Background: an optimization exercise with open tools, aiming at small area and a short achievable clock period. Do not read the settings as production practice.
Function was not checked in any run shown here: the RTL went through the layout flow alone.
No activity file was given, so power comes from the tool's default toggle rates.

==> flow/design.v (outline; a module is shown in full before it is edited, if it fits) <==
// module iq_integrate_dump: 427 lines
// module iq_demod_lpf: 78 lines
// module iq_mix_tree: 619 lines
module iq_demod_lpf
#(
  parameter int IN_W  = iq_demod_pkg::DEF_IN_W,
  parameter int CAR_W = iq_demod_pkg::DEF_CAR_W,
  parameter int DECIM = iq_demod_pkg::DEF_DECIM,
  parameter int OUT_W = iq_demod_pkg::DEF_OUT_W,
  parameter int SHIFT = iq_demod_pkg::DEF_SHIFT
) (
  input  logic                    clk,
  input  logic                    reset_n,
  input  logic                    sample_en,
  input  logic                    sym_start,
  input  logic signed [IN_W-1:0]  y_in,
  input  logic signed [CAR_W-1:0] i_car,
  input  logic signed [CAR_W-1:0] q_car,
  output logic signed [OUT_W-1:0] i_out,
  output logic signed [OUT_W-1:0] q_out,
  output logic                    out_valid,
  output logic                    overflow
);
  // ...
==> flow/flow/run.sh <==
#!/bin/bash
set -euo pipefail
bash standard.sh SETUP_SLACK_MARGIN=5 "BUFFER_PORTS_ARGS=-buffer_cell sky130_fd_sc_hd__buf_2" finish > layout.log 2>&1
==> flow/standard.sh <==
#!/bin/bash
# synth_recipe.tcl (not shown) runs the flow's synth.tcl, then flattens the netlist and writes it again
# the make line also repeats each setting of config.mk as NAME=value (left out here)
make -C /OpenROAD-flow-scripts/flow DESIGN_CONFIG=/design/flow/config.mk WORK_HOME=/design/flow/orfs CLKGATE_MAP_FILE= SYNTH_SCRIPT=/design/flow/synth_recipe.tcl "${@:-finish}"
==> flow/config.mk <==
export PLATFORM = sky130hd
export DESIGN_NAME = iq_demod_lpf
export DESIGN_NICKNAME = iq_demod_lpf
export VERILOG_FILES = /design/flow/design.v
export SDC_FILE = /design/flow/constraint.sdc
export NUM_CORES = 4
export LEC_CHECK = 0
export ABC_AREA = 1
export CAP_MARGIN = 20
export CORE_MARGIN = 2
export CORE_UTILIZATION = 40
export CTS_BUF_LIST = sky130_fd_sc_hd__clkbuf_8
export CTS_CLUSTER_SIZE = 24
export PLACE_DENSITY = 0.6
export SLEW_MARGIN = 20
==> flow/constraint.sdc <==
create_clock -name core_clock -period 10.5 [get_ports {clk}]
set_input_delay 2.1000 -clock core_clock [delete_from_list [all_inputs] [get_ports {clk}]]
set_output_delay 2.1000 -clock core_clock [all_outputs]
set_load 0.01 [all_outputs]
==> flow_summary.json, run 1 <==
{
  "status": "complete, no violations",
  "cp.arrival_ns": 6.13,
  "antenna_found_initial": 4,
  "final_common_cell": "xor2_1",
  "power_leader": "combinational logic",
  "diodes": 3,
  "die_y_um": 307,
  "cp_max_fo": 17,
  "num_tap_cells": 1186,
  "cts_tree": "done",
  "grt_first_pass_wirelength_um": 180000,
  "grt_max_degree": 60,
  "nClkBuffers": 75,
  "drive_gt1_share_pct": 14.6,
  "power_frac_clock_pct": 9.7,
  "r2r_end": "u_int_i.ovf_q",
  "ff_latch_area_um2": 6910,
  "synth_common_cells": "fa_1, xor2_1, inv_1, o22ai_1, dfxtp_1",
  "wl_met1_um": 46400,
  "postCtsHoldBufs": 0,
  "stdcell_count": 5210,
  "drc": 0,
  "grt_overflow_total": 0,
  "cp-start-kind": "input pin",
  "crit_buf_inv": 7,
  "yosysUniqueCellTypes": 39,
  "synth_async_sr_flop_share_pct": 0,
  "synth_ff_type": "dfxtp_1",
  "cts_buffer_depth": 3,
  "rows": 111,
  "timing.final.crit_share_pct": 52.6,
  "max-vdd-ir-drop_mv": 0.151
}
==> module iq_demod_lpf, before the edit <==
module iq_demod_lpf
#(
  parameter int IN_W  = iq_demod_pkg::DEF_IN_W,
  parameter int CAR_W = iq_demod_pkg::DEF_CAR_W,
  parameter int DECIM = iq_demod_pkg::DEF_DECIM,
  parameter int OUT_W = iq_demod_pkg::DEF_OUT_W,
  parameter int SHIFT = iq_demod_pkg::DEF_SHIFT
) (
  input  logic                    clk,
  input  logic                    reset_n,
  input  logic                    sample_en,
  input  logic                    sym_start,
  input  logic signed [IN_W-1:0]  y_in,
  input  logic signed [CAR_W-1:0] i_car,
  input  logic signed [CAR_W-1:0] q_car,
  output logic signed [OUT_W-1:0] i_out,
  output logic signed [OUT_W-1:0] q_out,
  output logic                    out_valid,
  output logic                    overflow
);
  localparam int NB = 97;   
  logic          en;
  logic [23:0]   xi, xq;
  logic [24:0]   ye;
  logic [11:0]   one, two, neg;
  logic [NB-1:0] rows_i, rows_q, prod_i_q, prod_q_q;
  logic          vld_q, sop_q, out_valid_q, dump, clr, rst_q;
  logic [3:0]    cnt_q;
  logic          ovf_i, ovf_q;
  assign en = sample_en;
  assign xi = i_car & {24{en}};
  assign xq = q_car & {24{en}};
  assign ye = {y_in, 1'b0};
  always_comb begin
    for (int k = 0; k < 12; k++) begin
      one[k] = ye[2*k+1] ^ ye[2*k];
      two[k] = (ye[2*k+2] & ~ye[2*k+1] & ~ye[2*k]) | (~ye[2*k+2] & ye[2*k+1] & ye[2*k]);
      neg[k] = ye[2*k+2];
    end
  end
  iq_mix_tree u_mix_i (.x(xi), .one(one), .two(two), .neg(neg), .rows_o(rows_i));
  iq_mix_tree u_mix_q (.x(xq), .one(one), .two(two), .neg(neg), .rows_o(rows_q));
  always_ff @(posedge clk) begin
    prod_i_q <= rows_i;
    prod_q_q <= rows_q;
  end
  always_ff @(posedge clk) begin
    if (!reset_n) begin
      vld_q <= 1'b0;
      sop_q <= 1'b0;
    end else begin
      vld_q <= sample_en;
      sop_q <= sample_en & sym_start;
    end
  end
  assign dump = vld_q & ~sop_q & (cnt_q == 4'd9);
  always_ff @(posedge clk) begin
    if (!reset_n) begin
      cnt_q       <= '0;
      out_valid_q <= 1'b0;
    end else begin
      out_valid_q <= dump;
      if (vld_q) begin
        if (sop_q)     cnt_q <= 4'd1;
        else if (dump) cnt_q <= '0;
        else           cnt_q <= cnt_q + 4'd1;
      end
    end
  end
  always_ff @(posedge clk) rst_q <= ~reset_n;
  assign clr = ~reset_n | rst_q | dump | (sample_en & sym_start);
  iq_integrate_dump u_int_i (.clk(clk), .reset_n(reset_n), .vld_i(vld_q), .clr_i(clr),
    .dump_i(dump), .prod_i(prod_i_q), .data_o(i_out), .ovf_o(ovf_i));
  iq_integrate_dump u_int_q (.clk(clk), .reset_n(reset_n), .vld_i(vld_q), .clr_i(clr),
    .dump_i(dump), .prod_i(prod_q_q), .data_o(q_out), .ovf_o(ovf_q));
  assign out_valid = out_valid_q;
  assign overflow  = ovf_i | ovf_q;
endmodule
==> run 2, diff against run 1 <==
--- a/flow/design.v
+++ b/flow/design.v
@@ -6,83 +6,130 @@
   localparam int DEF_SHIFT = 24;
 endpackage
 module iq_integrate_dump (
   input  logic                clk,
   input  logic                reset_n,
   input  logic                vld_i,    
   input  logic                clr_i,    
   input  logic                dump_i,   
-  input  logic [96:0]        prod_i,
+  input  logic [137:0]        prod_i,
   output logic signed [23:0] data_o,
   output logic                ovf_o
 );
   logic [50:0] acc_q, ra, rb, sum;
   logic signed [23:0] data_q, sat;
   logic ovf_q, oor;
-  logic s1, c2, s3, c4, s5, c6, s7, c8, s9, c10, s11, c12, s13, c14, s15, c16, s17, c18, s19, c20, s21, c22, s23, c24, s25, c26, s27, c28, s29, c30, s31, c32, s33, c34, s35, c36, s37, c38, s39, c40, s41, c42, s43, c44, s45, c46, s47, c48, s49, c50, s51, c52, s53, c54, s55, c56, s57, c58, s59, c60, s61, c62, s63, c64, s65, c66, s67, c68, s69, c70, s71, c72, s73, c74, s75, c76, s77, c78, s79, c80, s81, c82, s83, c84, s85, c86, s87, c88, s89, c90, s91, c92, s93, c94, s95, c96, s97, c98, s99, c100, s101, c102;
+  logic s1, c2, s3, c4, s5, c6, s7, c8, s9, c10, s11, c12, s13, c14, s15, c16, s17, c18, s19, c20, s21, c22, s23, c24, s25, c26, s27, c28, s29, c30, s31, c32, s33, c34, s35, c36, s37, c38, s39, c40, s41, c42, s43, c44, s45, c46, s47, c48, s49, c50, s51, c52, s53, c54, s55, c56, s57, c58, s59, c60, s61, c62, s63, c64, s65, c66, s67, c68, s69, c70, s71, c72, s73, c74, s75, c76, s77, c78, s79, c80, s81, c82, s83, c84, s85, c86, s87, c88, s89, c90, s91, c92, s93, c94, s95, c96, s97, c98, s99, c100, s101, c102, s103, c104, s105, c106, s107, c108, s109, c110, s111, c112, s113, c114, s115, c116, s117, c118, s119, c120, s121, c122, s123, c124, s125, c126, s127, c128, s129, c130, s131, c132, s133, c134, s135, c136, s137, c138, s139, c140, s141, c142, s143, c144, s145, c146, s147, c148, s149, c150, s151, c152, s153, c154, s155, c156, s157, c158, s159, c160, s161, c162, s163, c164, s165, c166, s167, c168, s169, c170, s171, c172, s173, c174, s175, c176, s177, c178, s179, c180, s181, c182, s183, c184, s185, c186, s187, c188, s189, c190;
   assign s1 = acc_q[0] ^ prod_i[0];
   assign c2 = acc_q[0] & prod_i[0];
   assign s3 = acc_q[1] ^ prod_i[2];
   assign c4 = acc_q[1] & prod_i[2];
   assign {c6, s5} = {1'b0, acc_q[2]} + {1'b0, prod_i[3]} + {1'b0, prod_i[4]};
-  assign {c8, s7} = {1'b0, acc_q[3]} + {1'b0, prod_i[5]} + {1'b0, prod_i[6]};
-  assign {c10, s9} = {1'b0, acc_q[4]} + {1'b0, prod_i[7]} + {1'b0, prod_i[8]};
-  assign {c12, s11} = {1'b0, acc_q[5]} + {1'b0, prod_i[10]} + {1'b0, prod_i[9]};
-  assign {c14, s13} = {1'b0, acc_q[6]} + {1'b0, prod_i[11]} + {1'b0, prod_i[12]};
-  assign {c16, s15} = {1'b0, acc_q[7]} + {1'b0, prod_i[13]} + {1'b0, prod_i[14]};
-  assign {c18, s17} = {1'b0, acc_q[8]} + {1'b0, prod_i[15]} + {1'b0, prod_i[16]};
-  assign {c20, s19} = {1'b0, acc_q[9]} + {1'b0, prod_i[17]} + {1'b0, prod_i[18]};
-  assign {c22, s21} = {1'b0, acc_q[10]} + {1'b0, prod_i[19]} + {1'b0, prod_i[20]};
-  assign {c24, s23} = {1'b0, acc_q[11]} + {1'b0, prod_i[21]} + {1'b0, prod_i[22]};
-  assign {c26, s25} = {1'b0, acc_q[12]} + {1'b0, prod_i[23]} + {1'b0, prod_i[24]};
-  assign {c28, s27} = {1'b0, acc_q[13]} + {1'b0, prod_i[25]} + {1'b0, prod_i[26]};
-  assign {c30, s29} = {1'b0, acc_q[14]} + {1'b0, prod_i[27]} + {1'b0, prod_i[28]};
-  assign {c32, s31} = {1'b0, acc_q[15]} + {1'b0, prod_i[29]} + {1'b0, prod_i[30]};
-  assign {c34, s33} = {1'b0, acc_q[16]} + {1'b0, prod_i[31]} + {1'b0, prod_i[32]};
-  assign {c36, s35} = {1'b0, acc_q[17]} + {1'b0, prod_i[33]} + {1'b0, prod_i[34]};
-  assign {c38, s37} = {1'b0, acc_q[18]} + {1'b0, prod_i[35]} + {1'b0, prod_i[36]};
-  assign {c40, s39} = {1'b0, acc_q[19]} + {1'b0, prod_i[37]} + {1'b0, prod_i[38]};
-  assign {c42, s41} = {1'b0, acc_q[20]} + {1'b0, prod_i[39]} + {1'b0, prod_i[40]};
-  assign {c44, s43} = {1'b0, acc_q[21]} + {1'b0, prod_i[41]} + {1'b0, prod_i[42]};
-  assign {c46, s45} = {1'b0, acc_q[22]} + {1'b0, prod_i[43]} + {1'b0, prod_i[44]};
-  assign {c48, s47} = {1'b0, acc_q[23]} + {1'b0, prod_i[45]} + {1'b0, prod_i[46]};
-  assign {c50, s49} = {1'b0, acc_q[24]} + {1'b0, prod_i[47]} + {1'b0, prod_i[48]};
-  assign {c52, s51} = {1'b0, acc_q[25]} + {1'b0, prod_i[49]} + {1'b0, prod_i[50]};
-  assign {c54, s53} = {1'b0, acc_q[26]} + {1'b0, prod_i[51]} + {1'b0, prod_i[52]};
-  assign {c56, s55} = {1'b0, acc_q[27]} + {1'b0, prod_i[53]} + {1'b0, prod_i[54]};
-  assign {c58, s57} = {1'b0, acc_q[28]} + {1'b0, prod_i[55]} + {1'b0, prod_i[56]};
-  assign {c60, s59} = {1'b0, acc_q[29]} + {1'b0, prod_i[57]} + {1'b0, prod_i[58]};
-  assign {c62, s61} = {1'b0, acc_q[30]} + {1'b0, prod_i[59]} + {1'b0, prod_i[60]};
-  assign {c64, s63} = {1'b0, acc_q[31]} + {1'b0, prod_i[61]} + {1'b0, prod_i[62]};
-  assign {c66, s65} = {1'b0, acc_q[32]} + {1'b0, prod_i[63]} + {1'b0, prod_i[64]};
-  assign {c68, s67} = {1'b0, acc_q[33]} + {1'b0, prod_i[65]} + {1'b0, prod_i[66]};
-  assign {c70, s69} = {1'b0, acc_q[34]} + {1'b0, prod_i[67]} + {1'b0, prod_i[68]};
-  assign {c72, s71} = {1'b0, acc_q[35]} + {1'b0, prod_i[69]} + {1'b0, prod_i[70]};
-  assign {c74, s73} = {1'b0, acc_q[36]} + {1'b0, prod_i[71]} + {1'b0, prod_i[72]};
-  assign {c76, s75} = {1'b0, acc_q[37]} + {1'b0, prod_i[73]} + {1'b0, prod_i[74]};
-  assign {c78, s77} = {1'b0, acc_q[38]} + {1'b0, prod_i[75]} + {1'b0, prod_i[76]};
-  assign {c80, s79} = {1'b0, acc_q[39]} + {1'b0, prod_i[77]} + {1'b0, prod_i[78]};
-  assign {c82, s81} = {1'b0, acc_q[40]} + {1'b0, prod_i[79]} + {1'b0, prod_i[80]};
-  assign {c84, s83} = {1'b0, acc_q[41]} + {1'b0, prod_i[81]} + {1'b0, prod_i[82]};
-  assign {c86, s85} = {1'b0, acc_q[42]} + {1'b0, prod_i[83]} + {1'b0, prod_i[84]};
-  assign {c88, s87} = {1'b0, acc_q[43]} + {1'b0, prod_i[85]} + {1'b0, prod_i[86]};
-  assign {c90, s89} = {1'b0, acc_q[44]} + {1'b0, prod_i[87]} + {1'b0, prod_i[88]};
-  assign {c92, s91} = {1'b0, acc_q[45]} + {1'b0, prod_i[89]} + {1'b0, prod_i[90]};
-  assign {c94, s93} = {1'b0, acc_q[46]} + {1'b0, prod_i[91]} + {1'b0, prod_i[92]};
-  assign s95 = acc_q[47] ^ prod_i[93];
-  assign c96 = acc_q[47] & prod_i[93];
-  assign s97 = acc_q[48] ^ prod_i[94];
-  assign c98 = acc_q[48] & prod_i[94];
-  assign s99 = acc_q[49] ^ prod_i[95];
-  assign c100 = acc_q[49] & prod_i[95];
-  assign s101 = acc_q[50] ^ prod_i[96];
-  assign c102 = acc_q[50] & prod_i[96];
-  assign ra = {c100, c98, c96, s95, c92, c90, c88, c86, c84, c82, c80, c78, c76, c74, c72, c70, c68, c66, c64, c62, c60, c58, c56, c54, c52, c50, c48, c46, c44, c42, c40, c38, c36, c34, c32, c30, c28, c26, c24, c22, c20, c18, c16, c14, c12, c10, c8, c6, c4, c2, prod_i[1]};
-  assign rb = {s101, s99, s97, c94, s93, s91, s89, s87, s85, s83, s81, s79, s77, s75, s73, s71, s69, s67, s65, s63, s61, s59, s57, s55, s53, s51, s49, s47, s45, s43, s41, s39, s37, s35, s33, s31, s29, s27, s25, s23, s21, s19, s17, s15, s13, s11, s9, s7, s5, s3, s1};
+  assign s7 = prod_i[5] ^ c4;
+  assign c8 = prod_i[5] & c4;
+  assign {c10, s9} = {1'b0, acc_q[3]} + {1'b0, prod_i[6]} + {1'b0, prod_i[7]};
+  assign s11 = c6 ^ c8;
+  assign c12 = c6 & c8;
+  assign {c14, s13} = {1'b0, acc_q[4]} + {1'b0, prod_i[10]} + {1'b0, prod_i[8]};
+  assign {c16, s15} = {1'b0, prod_i[9]} + {1'b0, c10} + {1'b0, s13};
+  assign {c18, s17} = {1'b0, acc_q[5]} + {1'b0, prod_i[11]} + {1'b0, prod_i[12]};
+  assign {c20, s19} = {1'b0, prod_i[13]} + {1'b0, c14} + {1'b0, s17};
+  assign {c22, s21} = {1'b0, acc_q[6]} + {1'b0, prod_i[14]} + {1'b0, prod_i[15]};
+  assign {c24, s23} = {1'b0, prod_i[16]} + {1'b0, c18} + {1'b0, s21};
+  assign {c26, s25} = {1'b0, acc_q[7]} + {1'b0, prod_i[17]} + {1'b0, prod_i[18]};
+  assign {c28, s27} = {1'b0, prod_i[19]} + {1'b0, c22} + {1'b0, s25};
+  assign {c30, s29} = {1'b0, acc_q[8]} + {1'b0, prod_i[20]} + {1'b0, prod_i[21]};
+  assign {c32, s31} = {1'b0, prod_i[22]} + {1'b0, c26} + {1'b0, s29};
+  assign {c34, s33} = {1'b0, acc_q[9]} + {1'b0, prod_i[23]} + {1'b0, prod_i[24]};
+  assign {c36, s35} = {1'b0, prod_i[25]} + {1'b0, c30} + {1'b0, s33};
+  assign {c38, s37} = {1'b0, acc_q[10]} + {1'b0, prod_i[26]} + {1'b0, prod_i[27]};
+  assign {c40, s39} = {1'b0, prod_i[28]} + {1'b0, c34} + {1'b0, s37};
+  assign {c42, s41} = {1'b0, acc_q[11]} + {1'b0, prod_i[29]} + {1'b0, prod_i[30]};
+  assign {c44, s43} = {1'b0, prod_i[31]} + {1'b0, c38} + {1'b0, s41};
+  assign {c46, s45} = {1'b0, acc_q[12]} + {1'b0, prod_i[32]} + {1'b0, prod_i[33]};
+  assign {c48, s47} = {1'b0, prod_i[34]} + {1'b0, c42} + {1'b0, s45};
+  assign {c50, s49} = {1'b0, acc_q[13]} + {1'b0, prod_i[35]} + {1'b0, prod_i[36]};
+  assign {c52, s51} = {1'b0, prod_i[37]} + {1'b0, c46} + {1'b0, s49};
+  assign {c54, s53} = {1'b0, acc_q[14]} + {1'b0, prod_i[38]} + {1'b0, prod_i[39]};
+  assign {c56, s55} = {1'b0, prod_i[40]} + {1'b0, c50} + {1'b0, s53};
+  assign {c58, s57} = {1'b0, acc_q[15]} + {1'b0, prod_i[41]} + {1'b0, prod_i[42]};
+  assign {c60, s59} = {1'b0, prod_i[43]} + {1'b0, c54} + {1'b0, s57};
+  assign {c62, s61} = {1'b0, acc_q[16]} + {1'b0, prod_i[44]} + {1'b0, prod_i[45]};
+  assign {c64, s63} = {1'b0, prod_i[46]} + {1'b0, c58} + {1'b0, s61};
+  assign {c66, s65} = {1'b0, acc_q[17]} + {1'b0, prod_i[47]} + {1'b0, prod_i[48]};
+  assign {c68, s67} = {1'b0, prod_i[49]} + {1'b0, c62} + {1'b0, s65};
+  assign {c70, s69} = {1'b0, acc_q[18]} + {1'b0, prod_i[50]} + {1'b0, prod_i[51]};
+  assign {c72, s71} = {1'b0, prod_i[52]} + {1'b0, c66} + {1'b0, s69};
+  assign {c74, s73} = {1'b0, acc_q[19]} + {1'b0, prod_i[53]} + {1'b0, prod_i[54]};
+  assign {c76, s75} = {1'b0, prod_i[55]} + {1'b0, c70} + {1'b0, s73};
+  assign {c78, s77} = {1'b0, acc_q[20]} + {1'b0, prod_i[56]} + {1'b0, prod_i[57]};
+  assign {c80, s79} = {1'b0, prod_i[58]} + {1'b0, c74} + {1'b0, s77};
+  assign {c82, s81} = {1'b0, acc_q[21]} + {1'b0, prod_i[59]} + {1'b0, prod_i[60]};
+  assign {c84, s83} = {1'b0, prod_i[61]} + {1'b0, c78} + {1'b0, s81};
+  assign {c86, s85} = {1'b0, acc_q[22]} + {1'b0, prod_i[62]} + {1'b0, prod_i[63]};
+  assign {c88, s87} = {1'b0, prod_i[64]} + {1'b0, c82} + {1'b0, s85};
+  assign {c90, s89} = {1'b0, acc_q[23]} + {1'b0, prod_i[65]} + {1'b0, prod_i[66]};
+  assign {c92, s91} = {1'b0, prod_i[67]} + {1'b0, c86} + {1'b0, s89};
+  assign {c94, s93} = {1'b0, acc_q[24]} + {1'b0, prod_i[68]} + {1'b0, prod_i[69]};
+  assign {c96, s95} = {1'b0, prod_i[70]} + {1'b0, c90} + {1'b0, s93};
+  assign {c98, s97} = {1'b0, acc_q[25]} + {1'b0, prod_i[71]} + {1'b0, prod_i[72]};
+  assign {c100, s99} = {1'b0, prod_i[73]} + {1'b0, c94} + {1'b0, s97};
+  assign {c102, s101} = {1'b0, acc_q[26]} + {1'b0, prod_i[74]} + {1'b0, prod_i[75]};
+  assign {c104, s103} = {1'b0, prod_i[76]} + {1'b0, c98} + {1'b0, s101};
+  assign {c106, s105} = {1'b0, acc_q[27]} + {1'b0, prod_i[77]} + {1'b0, prod_i[78]};
+  assign {c108, s107} = {1'b0, prod_i[79]} + {1'b0, c102} + {1'b0, s105};
+  assign {c110, s109} = {1'b0, acc_q[28]} + {1'b0, prod_i[80]} + {1'b0, prod_i[81]};
+  assign {c112, s111} = {1'b0, prod_i[82]} + {1'b0, c106} + {1'b0, s109};
+  assign {c114, s113} = {1'b0, acc_q[29]} + {1'b0, prod_i[83]} + {1'b0, prod_i[84]};
+  assign {c116, s115} = {1'b0, prod_i[85]} + {1'b0, c110} + {1'b0, s113};
+  assign {c118, s117} = {1'b0, acc_q[30]} + {1'b0, prod_i[86]} + {1'b0, prod_i[87]};
+  assign {c120, s119} = {1'b0, prod_i[88]} + {1'b0, c114} + {1'b0, s117};
+  assign {c122, s121} = {1'b0, acc_q[31]} + {1'b0, prod_i[89]} + {1'b0, prod_i[90]};
+  assign {c124, s123} = {1'b0, prod_i[91]} + {1'b0, c118} + {1'b0, s121};
+  assign {c126, s125} = {1'b0, acc_q[32]} + {1'b0, prod_i[92]} + {1'b0, prod_i[93]};
+  assign {c128, s127} = {1'b0, prod_i[94]} + {1'b0, c122} + {1'b0, s125};
+  assign {c130, s129} = {1'b0, acc_q[33]} + {1'b0, prod_i[95]} + {1'b0, prod_i[96]};
+  assign {c132, s131} = {1'b0, prod_i[97]} + {1'b0, c126} + {1'b0, s129};
+  assign {c134, s133} = {1'b0, acc_q[34]} + {1'b0, prod_i[100]} + {1'b0, prod_i[98]};
+  assign {c136, s135} = {1'b0, prod_i[99]} + {1'b0, c130} + {1'b0, s133};
+  assign {c138, s137} = {1'b0, acc_q[35]} + {1'b0, prod_i[101]} + {1'b0, prod_i[102]};
+  assign {c140, s139} = {1'b0, prod_i[103]} + {1'b0, c134} + {1'b0, s137};
+  assign {c142, s141} = {1'b0, acc_q[36]} + {1'b0, prod_i[104]} + {1'b0, prod_i[105]};
+  assign {c144, s143} = {1'b0, prod_i[106]} + {1'b0, c138} + {1'b0, s141};
+  assign {c146, s145} = {1'b0, acc_q[37]} + {1'b0, prod_i[107]} + {1'b0, prod_i[108]};
+  assign {c148, s147} = {1'b0, prod_i[109]} + {1'b0, c142} + {1'b0, s145};
+  assign {c150, s149} = {1'b0, acc_q[38]} + {1'b0, prod_i[110]} + {1'b0, prod_i[111]};
+  assign {c152, s151} = {1'b0, prod_i[112]} + {1'b0, c146} + {1'b0, s149};
+  assign {c154, s153} = {1'b0, acc_q[39]} + {1'b0, prod_i[113]} + {1'b0, prod_i[114]};
+  assign {c156, s155} = {1'b0, prod_i[115]} + {1'b0, c150} + {1'b0, s153};
+  assign {c158, s157} = {1'b0, acc_q[40]} + {1'b0, prod_i[116]} + {1'b0, prod_i[117]};
+  assign {c160, s159} = {1'b0, prod_i[118]} + {1'b0, c154} + {1'b0, s157};
+  assign {c162, s161} = {1'b0, acc_q[41]} + {1'b0, prod_i[119]} + {1'b0, prod_i[120]};
+  assign {c164, s163} = {1'b0, prod_i[121]} + {1'b0, c158} + {1'b0, s161};
+  assign {c166, s165} = {1'b0, acc_q[42]} + {1'b0, prod_i[122]} + {1'b0, prod_i[123]};
+  assign {c168, s167} = {1'b0, prod_i[124]} + {1'b0, c162} + {1'b0, s165};
+  assign {c170, s169} = {1'b0, acc_q[43]} + {1'b0, prod_i[125]} + {1'b0, prod_i[126]};
+  assign {c172, s171} = {1'b0, prod_i[127]} + {1'b0, c166} + {1'b0, s169};
+  assign {c174, s173} = {1'b0, acc_q[44]} + {1'b0, prod_i[128]} + {1'b0, prod_i[129]};
+  assign {c176, s175} = {1'b0, prod_i[130]} + {1'b0, c170} + {1'b0, s173};
+  assign {c178, s177} = {1'b0, acc_q[45]} + {1'b0, prod_i[131]} + {1'b0, prod_i[132]};
+  assign s179 = c174 ^ s177;
+  assign c180 = c174 & s177;
+  assign {c182, s181} = {1'b0, acc_q[46]} + {1'b0, prod_i[133]} + {1'b0, c178};
+  assign s183 = acc_q[47] ^ prod_i[134];
+  assign c184 = acc_q[47] & prod_i[134];
+  assign s185 = acc_q[48] ^ prod_i[135];
+  assign c186 = acc_q[48] & prod_i[135];
+  assign s187 = acc_q[49] ^ prod_i[136];
+  assign c188 = acc_q[49] & prod_i[136];
+  assign s189 = acc_q[50] ^ prod_i[137];
+  assign c190 = acc_q[50] & prod_i[137];
+  assign ra = {c188, c186, c184, s183, c180, s179, c172, c168, c164, c160, c156, c152, c148, c144, c140, c136, c132, c128, c124, c120, c116, c112, c108, c104, c100, c96, c92, c88, c84, c80, c76, c72, c68, c64, c60, c56, c52, c48, c44, c40, c36, c32, c28, c24, c20, c16, c12, s9, s5, c2, prod_i[1]};
+  assign rb = {s189, s187, s185, c182, s181, c176, s175, s171, s167, s163, s159, s155, s151, s147, s143, s139, s135, s131, s127, s123, s119, s115, s111, s107, s103, s99, s95, s91, s87, s83, s79, s75, s71, s67, s63, s59, s55, s51, s47, s43, s39, s35, s31, s27, s23, s19, s15, s11, s7, s3, s1};
   logic g1, p2, g3, p4, g5, p6, g7, p8, g9, p10, g11, p12, g13, p14, g15, p16, g17, p18, g19, p20, g21, p22, g23, p24, g25, p26, g27, p28, g29, p30, g31, p32, g33, p34, g35, p36, g37, p38, g39, p40, g41, p42, g43, p44, g45, p46, g47, p48, g49, p50, g51, p52, g53, p54, g55, p56, g57, p58, g59, p60, g61, p62, g63, p64, g65, p66, g67, p68, g69, p70, g71, p72, g73, p74, g75, p76, g77, p78, g79, p80, g81, p82, g83, p84, g85, p86, g87, p88, g89, p90, g91, p92, g93, p94, g95, p96, g97, p98, g99, p100, g101, p102, G103, P104, G105, P106, G107, P108, G109, P110, G111, P112, G113, P114, G115, P116, G117, P118, G119, P120, G121, P122, G123, P124, G125, P126, G127, P128, G129, P130, G131, P132, G133, P134, G135, P136, G137, P138, G139, P140, G141, P142, G143, P144, G145, P146, G147, P148, G149, P150, G151, P152, G153, P154, G155, P156, G157, P158, G159, P160, G161, P162, G163, P164, G165, P166, G167, P168, G169, P170, G171, P172, G173, P174, G175, P176, G177, P178, G179, P180, G181, P182, G183, P184, G185, P186, G187, P188, G189, P190, G191, P192, G193, P194, G195, P196, G197, P198, G199, P200, G201, P202, G203, P204, G205, P206, G207, P208, G209, P210, G211, P212, G213, P214, G215, P216, G217, P218, G219, P220, G221, P222, G223, P224, G225, P226, G227, P228, G229, P230, G231, P232, G233, P234, G235, P236, G237, P238, G239, P240, G241, P242, G243, P244, G245, P246, G247, P248, G249, P250, G251, P252, G253, P254, G255, P256, G257, P258, G259, P260, G261, P262, G263, P264, G265, P266, G267, P268, G269, P270, G271, P272, G273, P274, G275, P276, G277, P278, G279, P280, G281, P282, G283, P284, G285, P286, y287, y288, y289, y290, y291, y292, y293, y294, y295, y296, y297, y298, y299, y300, y301, y302, y303, y304, y305, y306, y307, y308, y309, y310, y311, y312, y313, y314, y315, y316, y317, y318, y319, y320, y321, y322, y323, y324, y325, y326, y327, y328, y329, y330, y331, y332, y333, y334, y335, y336;
   assign g1 = ra[0] & rb[0];
   assign p2 = ra[0] ^ rb[0];
   assign g3 = ra[1] & rb[1];
   assign p4 = ra[1] ^ rb[1];
   assign g5 = ra[2] & rb[2];
   assign p6 = ra[2] ^ rb[2];
   assign g7 = ra[3] & rb[3];
@@ -415,17 +462,17 @@
   assign y334 = p98 ^ G197;
   assign y335 = p100 ^ G283;
   assign y336 = p102 ^ G235;
   assign sum = {y336, y335, y334, y333, y332, y331, y330, y329, y328, y327, y326, y325, y324, y323, y322, y321, y320, y319, y318, y317, y316, y315, y314, y313, y312, y311, y310, y309, y308, y307, y306, y305, y304, y303, y302, y301, y300, y299, y298, y297, y296, y295, y294, y293, y292, y291, y290, y289, y288, y287, p2};
   assign oor = ~((sum[50:47] == 4'b0000) || (sum[50:47] == 4'b1111));
   assign sat = oor ? {sum[50], {23{~sum[50]}}} : sum[47:24];
   always_ff @(posedge clk) begin
     if (clr_i)      acc_q <= '0;
-    else            acc_q <= sum;
+    else if (vld_i) acc_q <= sum;
     if (!reset_n) begin
       data_q <= '0;
       ovf_q  <= 1'b0;
     end else if (dump_i) begin
       data_q <= sat;
       if (oor) ovf_q <= 1'b1;
     end
   end
@@ -448,38 +495,33 @@
   input  logic signed [IN_W-1:0]  y_in,
   input  logic signed [CAR_W-1:0] i_car,
   input  logic signed [CAR_W-1:0] q_car,
   output logic signed [OUT_W-1:0] i_out,
   output logic signed [OUT_W-1:0] q_out,
   output logic                    out_valid,
   output logic                    overflow
 );
-  localparam int NB = 97;   
-  logic          en;
-  logic [23:0]   xi, xq;
+  localparam int NB = 138;   
   logic [24:0]   ye;
   logic [11:0]   one, two, neg;
   logic [NB-1:0] rows_i, rows_q, prod_i_q, prod_q_q;
-  logic          vld_q, sop_q, out_valid_q, dump, clr, rst_q;
+  logic          vld_q, sop_q, out_valid_q, dump, clr;
   logic [3:0]    cnt_q;
   logic          ovf_i, ovf_q;
-  assign en = sample_en;
-  assign xi = i_car & {24{en}};
-  assign xq = q_car & {24{en}};
   assign ye = {y_in, 1'b0};
   always_comb begin
     for (int k = 0; k < 12; k++) begin
       one[k] = ye[2*k+1] ^ ye[2*k];
       two[k] = (ye[2*k+2] & ~ye[2*k+1] & ~ye[2*k]) | (~ye[2*k+2] & ye[2*k+1] & ye[2*k]);
       neg[k] = ye[2*k+2];
     end
   end
-  iq_mix_tree u_mix_i (.x(xi), .one(one), .two(two), .neg(neg), .rows_o(rows_i));
-  iq_mix_tree u_mix_q (.x(xq), .one(one), .two(two), .neg(neg), .rows_o(rows_q));
+  iq_mix_tree u_mix_i (.x(i_car), .one(one), .two(two), .neg(neg), .rows_o(rows_i));
+  iq_mix_tree u_mix_q (.x(q_car), .one(one), .two(two), .neg(neg), .rows_o(rows_q));
   always_ff @(posedge clk) begin
     prod_i_q <= rows_i;
     prod_q_q <= rows_q;
   end
   always_ff @(posedge clk) begin
     if (!reset_n) begin
       vld_q <= 1'b0;
       sop_q <= 1'b0;
@@ -497,33 +539,32 @@
       out_valid_q <= dump;
       if (vld_q) begin
         if (sop_q)     cnt_q <= 4'd1;
         else if (dump) cnt_q <= '0;
         else           cnt_q <= cnt_q + 4'd1;
       end
     end
   end
-  always_ff @(posedge clk) rst_q <= ~reset_n;
-  assign clr = ~reset_n | rst_q | dump | (sample_en & sym_start);
+  assign clr = ~reset_n | dump | (sample_en & sym_start);
   iq_integrate_dump u_int_i (.clk(clk), .reset_n(reset_n), .vld_i(vld_q), .clr_i(clr),
     .dump_i(dump), .prod_i(prod_i_q), .data_o(i_out), .ovf_o(ovf_i));
   iq_integrate_dump u_int_q (.clk(clk), .reset_n(reset_n), .vld_i(vld_q), .clr_i(clr),
     .dump_i(dump), .prod_i(prod_q_q), .data_o(q_out), .ovf_o(ovf_q));
   assign out_valid = out_valid_q;
   assign overflow  = ovf_i | ovf_q;
 endmodule
 module iq_mix_tree (
   input  logic [23:0] x,
   input  logic [11:0] one,
   input  logic [11:0] two,
   input  logic [11:0] neg,
-  output logic [96:0] rows_o
+  output logic [137:0] rows_o
 );
-  logic b1, b2, b3, b4, b5, b6, b7, b8, b9, b10, b11, b12, b13, b14, b15, b16, b17, b18, b19, b20, b21, b22, b23, b24, b25, e26, b27, b28, b29, b30, b31, b32, b33, b34, b35, b36, b37, b38, b39, b40, b41, b42, b43, b44, b45, b46, b47, b48, b49, b50, b51, e52, b53, b54, b55, b56, b57, b58, b59, b60, b61, b62, b63, b64, b65, b66, b67, b68, b69, b70, b71, b72, b73, b74, b75, b76, b77, e78, b79, b80, b81, b82, b83, b84, b85, b86, b87, b88, b89, b90, b91, b92, b93, b94, b95, b96, b97, b98, b99, b100, b101, b102, b103, e104, b105, b106, b107, b108, b109, b110, b111, b112, b113, b114, b115, b116, b117, b118, b119, b120, b121, b122, b123, b124, b125, b126, b127, b128, b129, e130, b131, b132, b133, b134, b135, b136, b137, b138, b139, b140, b141, b142, b143, b144, b145, b146, b147, b148, b149, b150, b151, b152, b153, b154, b155, e156, b157, b158, b159, b160, b161, b162, b163, b164, b165, b166, b167, b168, b169, b170, b171, b172, b173, b174, b175, b176, b177, b178, b179, b180, b181, e182, b183, b184, b185, b186, b187, b188, b189, b190, b191, b192, b193, b194, b195, b196, b197, b198, b199, b200, b201, b202, b203, b204, b205, b206, b207, e208, b209, b210, b211, b212, b213, b214, b215, b216, b217, b218, b219, b220, b221, b222, b223, b224, b225, b226, b227, b228, b229, b230, b231, b232, b233, e234, b235, b236, b237, b238, b239, b240, b241, b242, b243, b244, b245, b246, b247, b248, b249, b250, b251, b252, b253, b254, b255, b256, b257, b258, b259, e260, b261, b262, b263, b264, b265, b266, b267, b268, b269, b270, b271, b272, b273, b274, b275, b276, b277, b278, b279, b280, b281, b282, b283, b284, b285, e286, b287, b288, b289, b290, b291, b292, b293, b294, b295, b296, b297, b298, b299, b300, b301, b302, b303, b304, b305, b306, b307, b308, b309, b310, b311, e312, s313, c314, s315, c316, s317, c318, s319, c320, s321, c322, s323, c324, s325, c326, s327, c328, s329, c330, s331, c332, s333, c334, s335, c336, s337, c338, s339, c340, s341, c342, s343, c344, s345, c346, s347, c348, s349, c350, s351, c352, s353, c354, s355, c356, s357, c358, s359, c360, s361, c362, s363, c364, s365, c366, s367, c368, s369, c370, s371, c372, s373, c374, s375, c376, s377, c378, s379, c380, s381, c382, s383, c384, s385, c386, s387, c388, s389, c390, s391, c392, s393, c394, s395, c396, s397, c398, s399, c400, s401, c402, s403, c404, s405, c406, s407, c408, s409, c410, s411, c412, s413, c414, s415, c416, s417, c418, s419, c420, s421, c422, s423, c424, s425, c426, s427, c428, s429, c430, s431, c432, s433, c434, s435, c436, s437, c438, s439, c440, s441, c442, s443, c444, s445, c446, s447, c448, s449, c450, s451, c452, s453, c454, s455, c456, s457, c458, s459, c460, s461, c462, s463, c464, s465, c466, s467, c468, s469, c470, s471, c472, s473, c474, s475, c476, s477, c478, s479, c480, s481, c482, s483, c484, s485, c486, s487, c488, s489, c490, s491, c492, s493, c494, s495, c496, s497, c498, s499, c500, s501, c502, s503, c504, s505, c506, s507, c508, s509, c510, s511, c512, s513, c514, s515, c516, s517, c518, s519, c520, s521, c522, s523, c524, s525, c526, s527, c528, s529, c530, s531, c532, s533, c534, s535, c536, s537, c538, s539, c540, s541, c542, s543, c544, s545, c546, s547, c548, s549, c550, s551, c552, s553, c554, s555, c556, s557, c558, s559, c560, s561, c562, s563, c564, s565, c566, s567, c568, s569, c570, s571, c572, s573, c574, s575, c576, s577, c578, s579, c580, s581, c582, s583, c584, s585, c586, s587, c588, s589, c590, s591, c592, s593, c594, s595, c596, s597, c598, s599, c600, s601, c602, s603, c604, s605, c606, s607, c608, s609, c610, s611, c612, s613, c614, s615, c616, s617, c618, s619, c620, s621, c622, s623, c624, s625, c626, s627, c628, s629, c630, s631, c632, s633, c634, s635, c636, s637, c638, s639, c640, s641, c642, s643, c644, s645, c646, s647, c648, s649, c650, s651, c652, s653, c654, s655, c656, s657, c658, s659, c660, s661, c662, s663, c664, s665, c666, s667, c668, s669, c670, s671, c672, s673, c674, s675, c676, s677, c678, s679, c680, s681, c682, s683, c684, s685, c686, s687, c688, s689, c690, s691, c692, s693, c694, s695, c696, s697, c698, s699, c700, s701, c702, s703, c704, s705, c706, s707, c708, s709, c710, s711, c712, s713, c714, s715, c716, s717, c718, s719, c720, s721, c722, s723, c724, s725, c726, s727, c728, s729, c730, s731, c732, s733, c734, s735, c736, s737, c738, s739, c740, s741, c742, s743, c744, s745, c746, s747, c748, s749, c750, s751, c752, s753, c754, s755, c756, s757, c758, s759, c760, s761, c762, s763, c764, s765, c766, s767, c768, s769, c770, s771, c772, s773, c774, s775, c776, s777, c778, s779, c780, s781, c782, s783, c784, s785, c786, s787, c788, s789, c790, s791, c792, s793, c794, s795, c796, s797, c798, s799, c800, s801, c802, s803, c804, s805, c806, s807, c808, s809, c810, s811, c812, s813, c814, s815, c816, s817, c818, s819, c820, s821, c822, s823, c824, s825, c826, s827, c828, s829, c830, s831, c832, s833, c834, s835, c836, s837, c838, s839, c840;
+  logic b1, b2, b3, b4, b5, b6, b7, b8, b9, b10, b11, b12, b13, b14, b15, b16, b17, b18, b19, b20, b21, b22, b23, b24, b25, e26, b27, b28, b29, b30, b31, b32, b33, b34, b35, b36, b37, b38, b39, b40, b41, b42, b43, b44, b45, b46, b47, b48, b49, b50, b51, e52, b53, b54, b55, b56, b57, b58, b59, b60, b61, b62, b63, b64, b65, b66, b67, b68, b69, b70, b71, b72, b73, b74, b75, b76, b77, e78, b79, b80, b81, b82, b83, b84, b85, b86, b87, b88, b89, b90, b91, b92, b93, b94, b95, b96, b97, b98, b99, b100, b101, b102, b103, e104, b105, b106, b107, b108, b109, b110, b111, b112, b113, b114, b115, b116, b117, b118, b119, b120, b121, b122, b123, b124, b125, b126, b127, b128, b129, e130, b131, b132, b133, b134, b135, b136, b137, b138, b139, b140, b141, b142, b143, b144, b145, b146, b147, b148, b149, b150, b151, b152, b153, b154, b155, e156, b157, b158, b159, b160, b161, b162, b163, b164, b165, b166, b167, b168, b169, b170, b171, b172, b173, b174, b175, b176, b177, b178, b179, b180, b181, e182, b183, b184, b185, b186, b187, b188, b189, b190, b191, b192, b193, b194, b195, b196, b197, b198, b199, b200, b201, b202, b203, b204, b205, b206, b207, e208, b209, b210, b211, b212, b213, b214, b215, b216, b217, b218, b219, b220, b221, b222, b223, b224, b225, b226, b227, b228, b229, b230, b231, b232, b233, e234, b235, b236, b237, b238, b239, b240, b241, b242, b243, b244, b245, b246, b247, b248, b249, b250, b251, b252, b253, b254, b255, b256, b257, b258, b259, e260, b261, b262, b263, b264, b265, b266, b267, b268, b269, b270, b271, b272, b273, b274, b275, b276, b277, b278, b279, b280, b281, b282, b283, b284, b285, e286, b287, b288, b289, b290, b291, b292, b293, b294, b295, b296, b297, b298, b299, b300, b301, b302, b303, b304, b305, b306, b307, b308, b309, b310, b311, e312, s313, c314, s315, c316, s317, c318, s319, c320, s321, c322, s323, c324, s325, c326, s327, c328, s329, c330, s331, c332, s333, c334, s335, c336, s337, c338, s339, c340, s341, c342, s343, c344, s345, c346, s347, c348, s349, c350, s351, c352, s353, c354, s355, c356, s357, c358, s359, c360, s361, c362, s363, c364, s365, c366, s367, c368, s369, c370, s371, c372, s373, c374, s375, c376, s377, c378, s379, c380, s381, c382, s383, c384, s385, c386, s387, c388, s389, c390, s391, c392, s393, c394, s395, c396, s397, c398, s399, c400, s401, c402, s403, c404, s405, c406, s407, c408, s409, c410, s411, c412, s413, c414, s415, c416, s417, c418, s419, c420, s421, c422, s423, c424, s425, c426, s427, c428, s429, c430, s431, c432, s433, c434, s435, c436, s437, c438, s439, c440, s441, c442, s443, c444, s445, c446, s447, c448, s449, c450, s451, c452, s453, c454, s455, c456, s457, c458, s459, c460, s461, c462, s463, c464, s465, c466, s467, c468, s469, c470, s471, c472, s473, c474, s475, c476, s477, c478, s479, c480, s481, c482, s483, c484, s485, c486, s487, c488, s489, c490, s491, c492, s493, c494, s495, c496, s497, c498, s499, c500, s501, c502, s503, c504, s505, c506, s507, c508, s509, c510, s511, c512, s513, c514, s515, c516, s517, c518, s519, c520, s521, c522, s523, c524, s525, c526, s527, c528, s529, c530, s531, c532, s533, c534, s535, c536, s537, c538, s539, c540, s541, c542, s543, c544, s545, c546, s547, c548, s549, c550, s551, c552, s553, c554, s555, c556, s557, c558, s559, c560, s561, c562, s563, c564, s565, c566, s567, c568, s569, c570, s571, c572, s573, c574, s575, c576, s577, c578, s579, c580, s581, c582, s583, c584, s585, c586, s587, c588, s589, c590, s591, c592, s593, c594, s595, c596, s597, c598, s599, c600, s601, c602, s603, c604, s605, c606, s607, c608, s609, c610, s611, c612, s613, c614, s615, c616, s617, c618, s619, c620, s621, c622, s623, c624, s625, c626, s627, c628, s629, c630, s631, c632, s633, c634, s635, c636, s637, c638, s639, c640, s641, c642, s643, c644, s645, c646, s647, c648, s649, c650, s651, c652, s653, c654, s655, c656, s657, c658, s659, c660, s661, c662, s663, c664, s665, c666, s667, c668, s669, c670, s671, c672, s673, c674, s675, c676, s677, c678, s679, c680, s681, c682, s683, c684, s685, c686, s687, c688, s689, c690, s691, c692, s693, c694, s695, c696, s697, c698, s699, c700, s701, c702, s703, c704, s705, c706, s707, c708, s709, c710, s711, c712, s713, c714, s715, c716, s717, c718, s719, c720, s721, c722, s723, c724, s725, c726, s727, c728, s729, c730, s731, c732, s733, c734, s735, c736, s737, c738, s739, c740, s741, c742, s743, c744, s745, c746, s747, c748, s749, c750, s751, c752;
   assign b1 = (one[0] & x[0]) ^ neg[0];
   assign b2 = ((one[0] & x[1]) | (two[0] & x[0])) ^ neg[0];
   assign b3 = ((one[0] & x[2]) | (two[0] & x[1])) ^ neg[0];
   assign b4 = ((one[0] & x[3]) | (two[0] & x[2])) ^ neg[0];
   assign b5 = ((one[0] & x[4]) | (two[0] & x[3])) ^ neg[0];
   assign b6 = ((one[0] & x[5]) | (two[0] & x[4])) ^ neg[0];
   assign b7 = ((one[0] & x[6]) | (two[0] & x[5])) ^ neg[0];
   assign b8 = ((one[0] & x[7]) | (two[0] & x[6])) ^ neg[0];
@@ -1076,57 +1117,10 @@
   assign {c740, s739} = {1'b0, c654} + {1'b0, s657} + {1'b0, c656};
   assign {c742, s741} = {1'b0, c658} + {1'b0, s661} + {1'b0, s663};
   assign {c744, s743} = {1'b0, s667} + {1'b0, c662} + {1'b0, s665};
   assign {c746, s745} = {1'b0, e234} + {1'b0, c668} + {1'b0, c666};
   assign {c748, s747} = {1'b0, b282} + {1'b0, b306} + {1'b0, s671};
   assign {c750, s749} = {1'b0, b283} + {1'b0, b307} + {1'b0, e260};
   assign s751 = 1'b1 ^ b284;
   assign c752 = 1'b1 & b284;
-  assign s753 = neg[1] ^ b27;
-  assign c754 = neg[1] & b27;
-  assign s755 = b28 ^ b4;
-  assign c756 = b28 & b4;
-  assign {c758, s757} = {1'b0, b5} + {1'b0, b53} + {1'b0, s673};
-  assign {c760, s759} = {1'b0, b6} + {1'b0, c674} + {1'b0, s675};
-  assign {c762, s761} = {1'b0, c676} + {1'b0, s537} + {1'b0, s677};
-  assign {c764, s763} = {1'b0, s539} + {1'b0, c678} + {1'b0, s679};
-  assign {c766, s765} = {1'b0, s541} + {1'b0, c680} + {1'b0, s681};
-  assign {c768, s767} = {1'b0, s545} + {1'b0, c682} + {1'b0, s683};
-  assign {c770, s769} = {1'b0, c684} + {1'b0, s551} + {1'b0, s685};
-  assign {c772, s771} = {1'b0, s555} + {1'b0, c686} + {1'b0, s687};
-  assign {c774, s773} = {1'b0, s559} + {1'b0, c688} + {1'b0, s689};
-  assign {c776, s775} = {1'b0, s563} + {1'b0, c690} + {1'b0, s691};
-  assign {c778, s777} = {1'b0, s567} + {1'b0, c692} + {1'b0, s693};
-  assign {c780, s779} = {1'b0, s571} + {1'b0, c694} + {1'b0, s695};
-  assign {c782, s781} = {1'b0, c696} + {1'b0, s575} + {1'b0, s697};
-  assign {c784, s783} = {1'b0, c698} + {1'b0, s579} + {1'b0, s699};
-  assign {c786, s785} = {1'b0, s583} + {1'b0, c700} + {1'b0, s701};
-  assign {c788, s787} = {1'b0, s587} + {1'b0, c702} + {1'b0, s703};
-  assign {c790, s789} = {1'b0, s591} + {1'b0, c704} + {1'b0, s705};
-  assign {c792, s791} = {1'b0, s595} + {1'b0, c706} + {1'b0, s707};
-  assign {c794, s793} = {1'b0, s599} + {1'b0, c708} + {1'b0, s709};
-  assign {c796, s795} = {1'b0, s603} + {1'b0, c710} + {1'b0, s711};
-  assign {c798, s797} = {1'b0, s607} + {1'b0, c712} + {1'b0, s713};
-  assign {c800, s799} = {1'b0, s611} + {1'b0, c714} + {1'b0, s715};
-  assign {c802, s801} = {1'b0, s615} + {1'b0, c716} + {1'b0, s717};
-  assign {c804, s803} = {1'b0, s619} + {1'b0, c718} + {1'b0, s719};
-  assign {c806, s805} = {1'b0, s623} + {1'b0, c720} + {1'b0, s721};
-  assign {c808, s807} = {1'b0, s627} + {1'b0, c722} + {1'b0, s723};
-  assign {c810, s809} = {1'b0, s631} + {1'b0, c724} + {1'b0, s725};
-  assign {c812, s811} = {1'b0, s635} + {1'b0, c726} + {1'b0, s727};
-  assign {c814, s813} = {1'b0, s639} + {1'b0, c728} + {1'b0, s729};
-  assign {c816, s815} = {1'b0, c640} + {1'b0, s731} + {1'b0, c730};
-  assign {c818, s817} = {1'b0, s647} + {1'b0, c732} + {1'b0, s733};
-  assign {c820, s819} = {1'b0, s651} + {1'b0, c734} + {1'b0, s735};
-  assign {c822, s821} = {1'b0, s655} + {1'b0, c736} + {1'b0, s737};
-  assign {c824, s823} = {1'b0, s659} + {1'b0, c738} + {1'b0, s739};
-  assign {c826, s825} = {1'b0, c660} + {1'b0, s741} + {1'b0, c740};
-  assign {c828, s827} = {1'b0, c664} + {1'b0, s743} + {1'b0, c742};
-  assign {c830, s829} = {1'b0, s669} + {1'b0, c744} + {1'b0, s745};
-  assign {c832, s831} = {1'b0, c670} + {1'b0, c746} + {1'b0, s747};
-  assign {c834, s833} = {1'b0, c672} + {1'b0, s749} + {1'b0, c748};
-  assign {c836, s835} = {1'b0, b308} + {1'b0, s751} + {1'b0, c750};
-  assign {c838, s837} = {1'b0, b309} + {1'b0, e286} + {1'b0, c752};
-  assign s839 = 1'b1 ^ b310;
-  assign c840 = 1'b1 & b310;
-  assign rows_o = {1'b1, 1'b1, 1'b1, 1'b1, c840, e312, s839, c838, s837, c836, s835, c834, s833, c832, s831, c830, s829, c828, s827, c826, s825, c824, s823, c822, s821, c820, s819, c818, s817, c816, s815, c814, s813, c812, s811, c810, s809, c808, s807, c806, s805, c804, s803, c802, s801, c800, s799, c798, s797, c796, s795, c794, s793, c792, s791, c790, s789, c788, s787, c786, s785, c784, s783, c782, s781, c780, s779, c778, s777, c776, s775, c774, s773, c772, s771, c770, s769, c768, s767, c766, s765, c764, s763, c762, s761, c760, s759, c758, s757, c756, s755, c754, s753, b3, b2, b1, neg[0]};
+  assign rows_o = {1'b1, 1'b1, 1'b1, 1'b1, e312, b310, 1'b1, c752, e286, b309, s751, c750, b308, s749, c748, c672, s747, c746, c670, s745, c744, s669, s743, c742, c664, s741, c740, c660, s739, c738, s659, s737, c736, s655, s735, c734, s651, s733, c732, s647, s731, c730, c640, s729, c728, s639, s727, c726, s635, s725, c724, s631, s723, c722, s627, s721, c720, s623, s719, c718, s619, s717, c716, s615, s715, c714, s611, s713, c712, s607, s711, c710, s603, s709, c708, s599, s707, c706, s595, s705, c704, s591, s703, c702, s587, s701, c700, s583, s699, c698, s579, s697, c696, s575, s695, c694, s571, s693, c692, s567, s691, c690, s563, s689, c688, s559, s687, c686, s555, s685, c684, s551, s683, c682, s545, s681, c680, s541, s679, c678, s539, s677, c676, s537, s675, c674, b6, s673, b53, b5, b4, b28, b3, b27, neg[1], b2, b1, neg[0]};
 endmodule
==> flow/run.sh (new file) <==
#!/bin/bash
# synth_recipe.tcl (not shown) runs the flow's synth.tcl, then flattens the netlist and writes it again
# the make line also repeats each setting of config.mk as NAME=value (left out here)
make -C /OpenROAD-flow-scripts/flow DESIGN_CONFIG=/design/flow/config.mk WORK_HOME=/design/flow/orfs CLKGATE_MAP_FILE= SYNTH_SCRIPT=/design/flow/synth_recipe.tcl finish
==> flow/config.mk (replaced) <==
export PLATFORM = sky130hd
export DESIGN_NAME = iq_demod_lpf
export DESIGN_NICKNAME = iq_demod_lpf
export VERILOG_FILES = /design/flow/design.v
export SDC_FILE = /design/flow/constraint.sdc
export NUM_CORES = 4
export LEC_CHECK = 0
export ABC_AREA = 1
export CAP_MARGIN = 20
export CORE_MARGIN = 2
export CORE_UTILIZATION = 40
export PLACE_DENSITY = 0.6
export SETUP_SLACK_MARGIN = 5
export SLEW_MARGIN = 20
removed: flow/flow/run.sh
removed: flow/standard.sh
==> flow_summary.json, run 2 <==
{
  "status": "complete, no violations",
  "cts_buffers": 48,
  "crit_path_end_kind": "flip-flop",
  "cts.htree.levels": 2,
  "synthMuxAreaShare_pct": 0,
  "antenna_found_initial": 3,
  "synth_compound_area_share_pct": 12.1,
  "start_util_pct": 40.5,
  "synth_async_sr_flop_share_pct": 0,
  "hold_path.class": "reg2reg",
  "grt_pass1_vias": 32000,
  "hp-start": "u_int_i.ovf_q",
  "postCtsHoldBufs": 0,
  "cts_tree": "done",
  "vias_per_cell": 5.56,
  "cp-start-kind": "input pin",
  "vias": 31100,
  "areaGrowthSynthToFinish_pct": 14.3,
  "core_um2": 97000,
  "nNetsFinal": 5117,
  "die_w_um": 318,
  "slowest_stage": "inv_1",
  "synthTopCellsByArea": "fa_1, dfxtp_1, xor2_1, o22ai_1, ha_1",
  "clock_skew_ns": 0.0288,
  "cp.arrival_ns": 5.99,
  "synth_ff_type": "dfxtp_1",
  "syn_avg_cell_area_um2": 9.23,
  "ff_latch_area_um2": 8470,
  "final_util_pct": 46.3,
  "netlist_area_um2": 39300,
  "synth.net_count": 5099,
  "cts-root-buf": "clkbuf_16",
  "cp_max_fo": 24,
  "ys_seq_area_share_pct": 21.5,
  "critPathMaxStageDelay_ns": 0.88,
  "layout_common_cells": "xor2_1, fa_1, inv_1, o22ai_1, nand2_1",
  "max_freq_ghz": 0.182,
  "ys_seq_elements": 423,
  "regMostFlops": "prod_q_q",
  "worstReg2RegStart": "prod_q_q[17]",
  "die_y_um": 318,
  "yosysUniqueCellTypes": 41,
  "nFillCells": 9153,
  "firstDrtPassIters": 8,
  "multi_input_area_um2": 27700,
  "worstSetupStartpoint": "q_car[12]",
  "cp_data_required_time_ns": 10.99,
  "worst_pin_slew_ns": 1.19,
  "io-pin-count": 126,
  "period_minus_slack_ns": 5.50,
  "synth_top_family_by_area": "adder cells",
  "synth-edff-count": 0,
  "drc": 0,
  "grt_overflow_total": 0,
  "synth_adder_area_share_pct": 35.4,
  "io_buffers": 125,
  "rows": 114,
  "diodes": 0,
  "die-area_um2": 101000,
  "yosysWarnings": 2,
  "final_common_cell": "xor2_1",
  "timing.final.crit_share_pct": 52.4,
  "cts_sinks": 423,
  "max-vdd-ir-drop_mv": 0.310,
  "grt_first_pass_wirelength_um": 193000,
  "setup-tns-final_ns": 0,
  "syn_inst": 4261,
  "synthSimpleGateAreaFrac_pct": 7.95,
  "ant_nets": 0,
  "final-setup-viol-count": 0,
  "p_leak_nw": 20.4,
  "powerDensity_nw_per_um2": 385,
  "wirelength_um": 126000,
  "path_common_cell": "fa_1",
  "yosysMostFrequentCell": "xor2_1",
  "cts.clk_slew.worst_paths_ns": 0.07,
  "synth_top_area_cell": "fa_1",
  "drt_iter0_drc": 3113,
  "max_slew_margin_pct": 20.3,
  "wl_per_cell_um": 22.5,
  "synth_common_cells": "xor2_1, fa_1, inv_1, o22ai_1, nand2_1",
  "drive_gt1_share_pct": 9.19,
  "largest_reg_flops": 133,
  "cts_buffer_depth": 3,
  "reg_top3": "prod_q_q x133, prod_i_q x131",
  "finalHoldViolCount": 0,
  "grt_usage_pct": 24.6,
  "clk_latency_ns": 0.62,
  "synth.top_cell.area_share_pct": 29.7,
  "synth_xor_area_share_pct": 13.9,
  "crit_chain": "clkdlybuf4s50_1, inv_1, o22ai_1, xor2_1, fa_1, fa_1, fa_1, fa_1, inv_1",
  "drv_slew": 0,
  "power_mw": 17.3,
  "path_class": "in2reg",
  "grt_max_degree": 66,
  "maxCapViolations": 0,
  "hpwl_um": 81700,
  "rsz0062_at_grt": "yes",
  "globalplace.congestion": 0.894
}
-- run 2: cell count changes after synthesis, moves of 28 or more --
cell     before  now
dfxtp_1     345  423
inv_1       538  584
a21oi_1      95  132
buf_1        37   78
o21ai_0     106   18
nor2_1      221   91
nand3_1      63   35
nand2_1     271  540
a21oi_2      41    6
o22ai_1     514  553
-- run 2: metal layers --
metal,vias to the layer above,track usage [%],wire length (um)
met1,15200,32.4,50400
met5,-,0,23
li1,13700,-,-
met2,1809,38.3,55400
met4,4,9.56,5730
met3,420,6.68,14200
-- run 2: power by group --
| part | internal [mW] | total (mW) | switching, mW |
|---|---|---|---|
| Sequential | 2.21 | 2.54 | 0.333 |
| Clock | 1.05 | 1.79 | 0.736 |
| Combinational | 5.21 | 13.0 | 7.76 |
-- run 2: worst paths after layout --
kind	slack (ns)	cells after the start	end
hold / removal	0.43	2	u_int_i.ovf_q
hold reg to reg	0.43	2	u_int_i.ovf_q
setup / recovery	5.00	9	prod_q_q[70]
setup reg to reg	5.41	26	u_int_q.data_q[12]
-- run 2: cell type report --
cell class / instances / share of cell area (%)
Tap cell: 1276 / 3.55
Timing Repair Buffer: 279 / 7.13
Sequential cell: 423 / 18.8
Clock buffer: 65 / 3.08
Inverter: 603 / 5.18
Multi-Input combinational cell: 2921 / 61.5
Clock inverter: 24 / 0.646
Timing Repair inverter: 3 / 0.0390
-- run 2: logic make-up (layout without fill, tap and decap cells) --
logic type	Yosys count	count (layout)
and+or+nand+nor	744	744
AOI/OAI and AO/OA	782	789
xor gates and xnor gates	626	626
DFF	423	423
buffers and inverters	924	974
adders and majority gates	762	762
-- run 2: critical path: cells and delay by family --
kind	cells	cell delay [ns]
compound gates	1	0.23
buf+inv	3	1.37
xor+xnor	1	0.22
fa+ha+maj	4	2.05
-- run 2: stage by stage --
step           area (um2)  hold WS [ns]  instances  worst slack [ns]
6_report            45000         0.435       5594              5.00
3_5_place_dp        41700         0.431       5437              3.37
2_1_floorplan       39400         0.413       4261              5.00
5_1_grt             45000         0.463       5594              4.94
3_3_place_gp        41700         0.425       5437              3.47
4_1_cts             44400         0.442       5557              4.96
-- run 2: repair_timing --
| item | 4_1_cts | 5_1_grt |
|---|---|---|
| setup buffers | 15 | 29 |
| cloned | 16 | 8 |
| setup endpoints to repair | 127 | 58 |
| pin swaps | 10 | 9 |
| resized for setup | 139 | 56 |

port drivers added, routing unchanged:
No port has a modelled driver above. Below, the same layouts with a new extraction and two added sets of constraints. Step 1 assumes that a clkbuf_16 drives the clock port and a buf_2 every other input. Step 2 adds t to the input delays and takes it off the output delays; t is the mean of the earliest and latest rising clock arrival at the registers after step 1. Input paths then give back, and output paths get back, about the clock's delay inside the block. a / b / c = ideal ports / drivers / drivers and shift; a / b = the first two.
run | t, ns | setup slack, ns | clock arrival spread, ns | worst slew at a driven data input, ns
run 1 | 0.789 | 4.977 / 4.981 / 4.192 | 0.047 / 0.047 | 0.10
run 2 | 0.678 | 5.000 / 5.046 / 4.368 | 0.035 / 0.035 | 0.11
After both steps setup and hold are still met in every run listed. The setup slack of run 1, which loses most, moves by +0.004 ns with the drivers and by -0.785 ns with both steps.
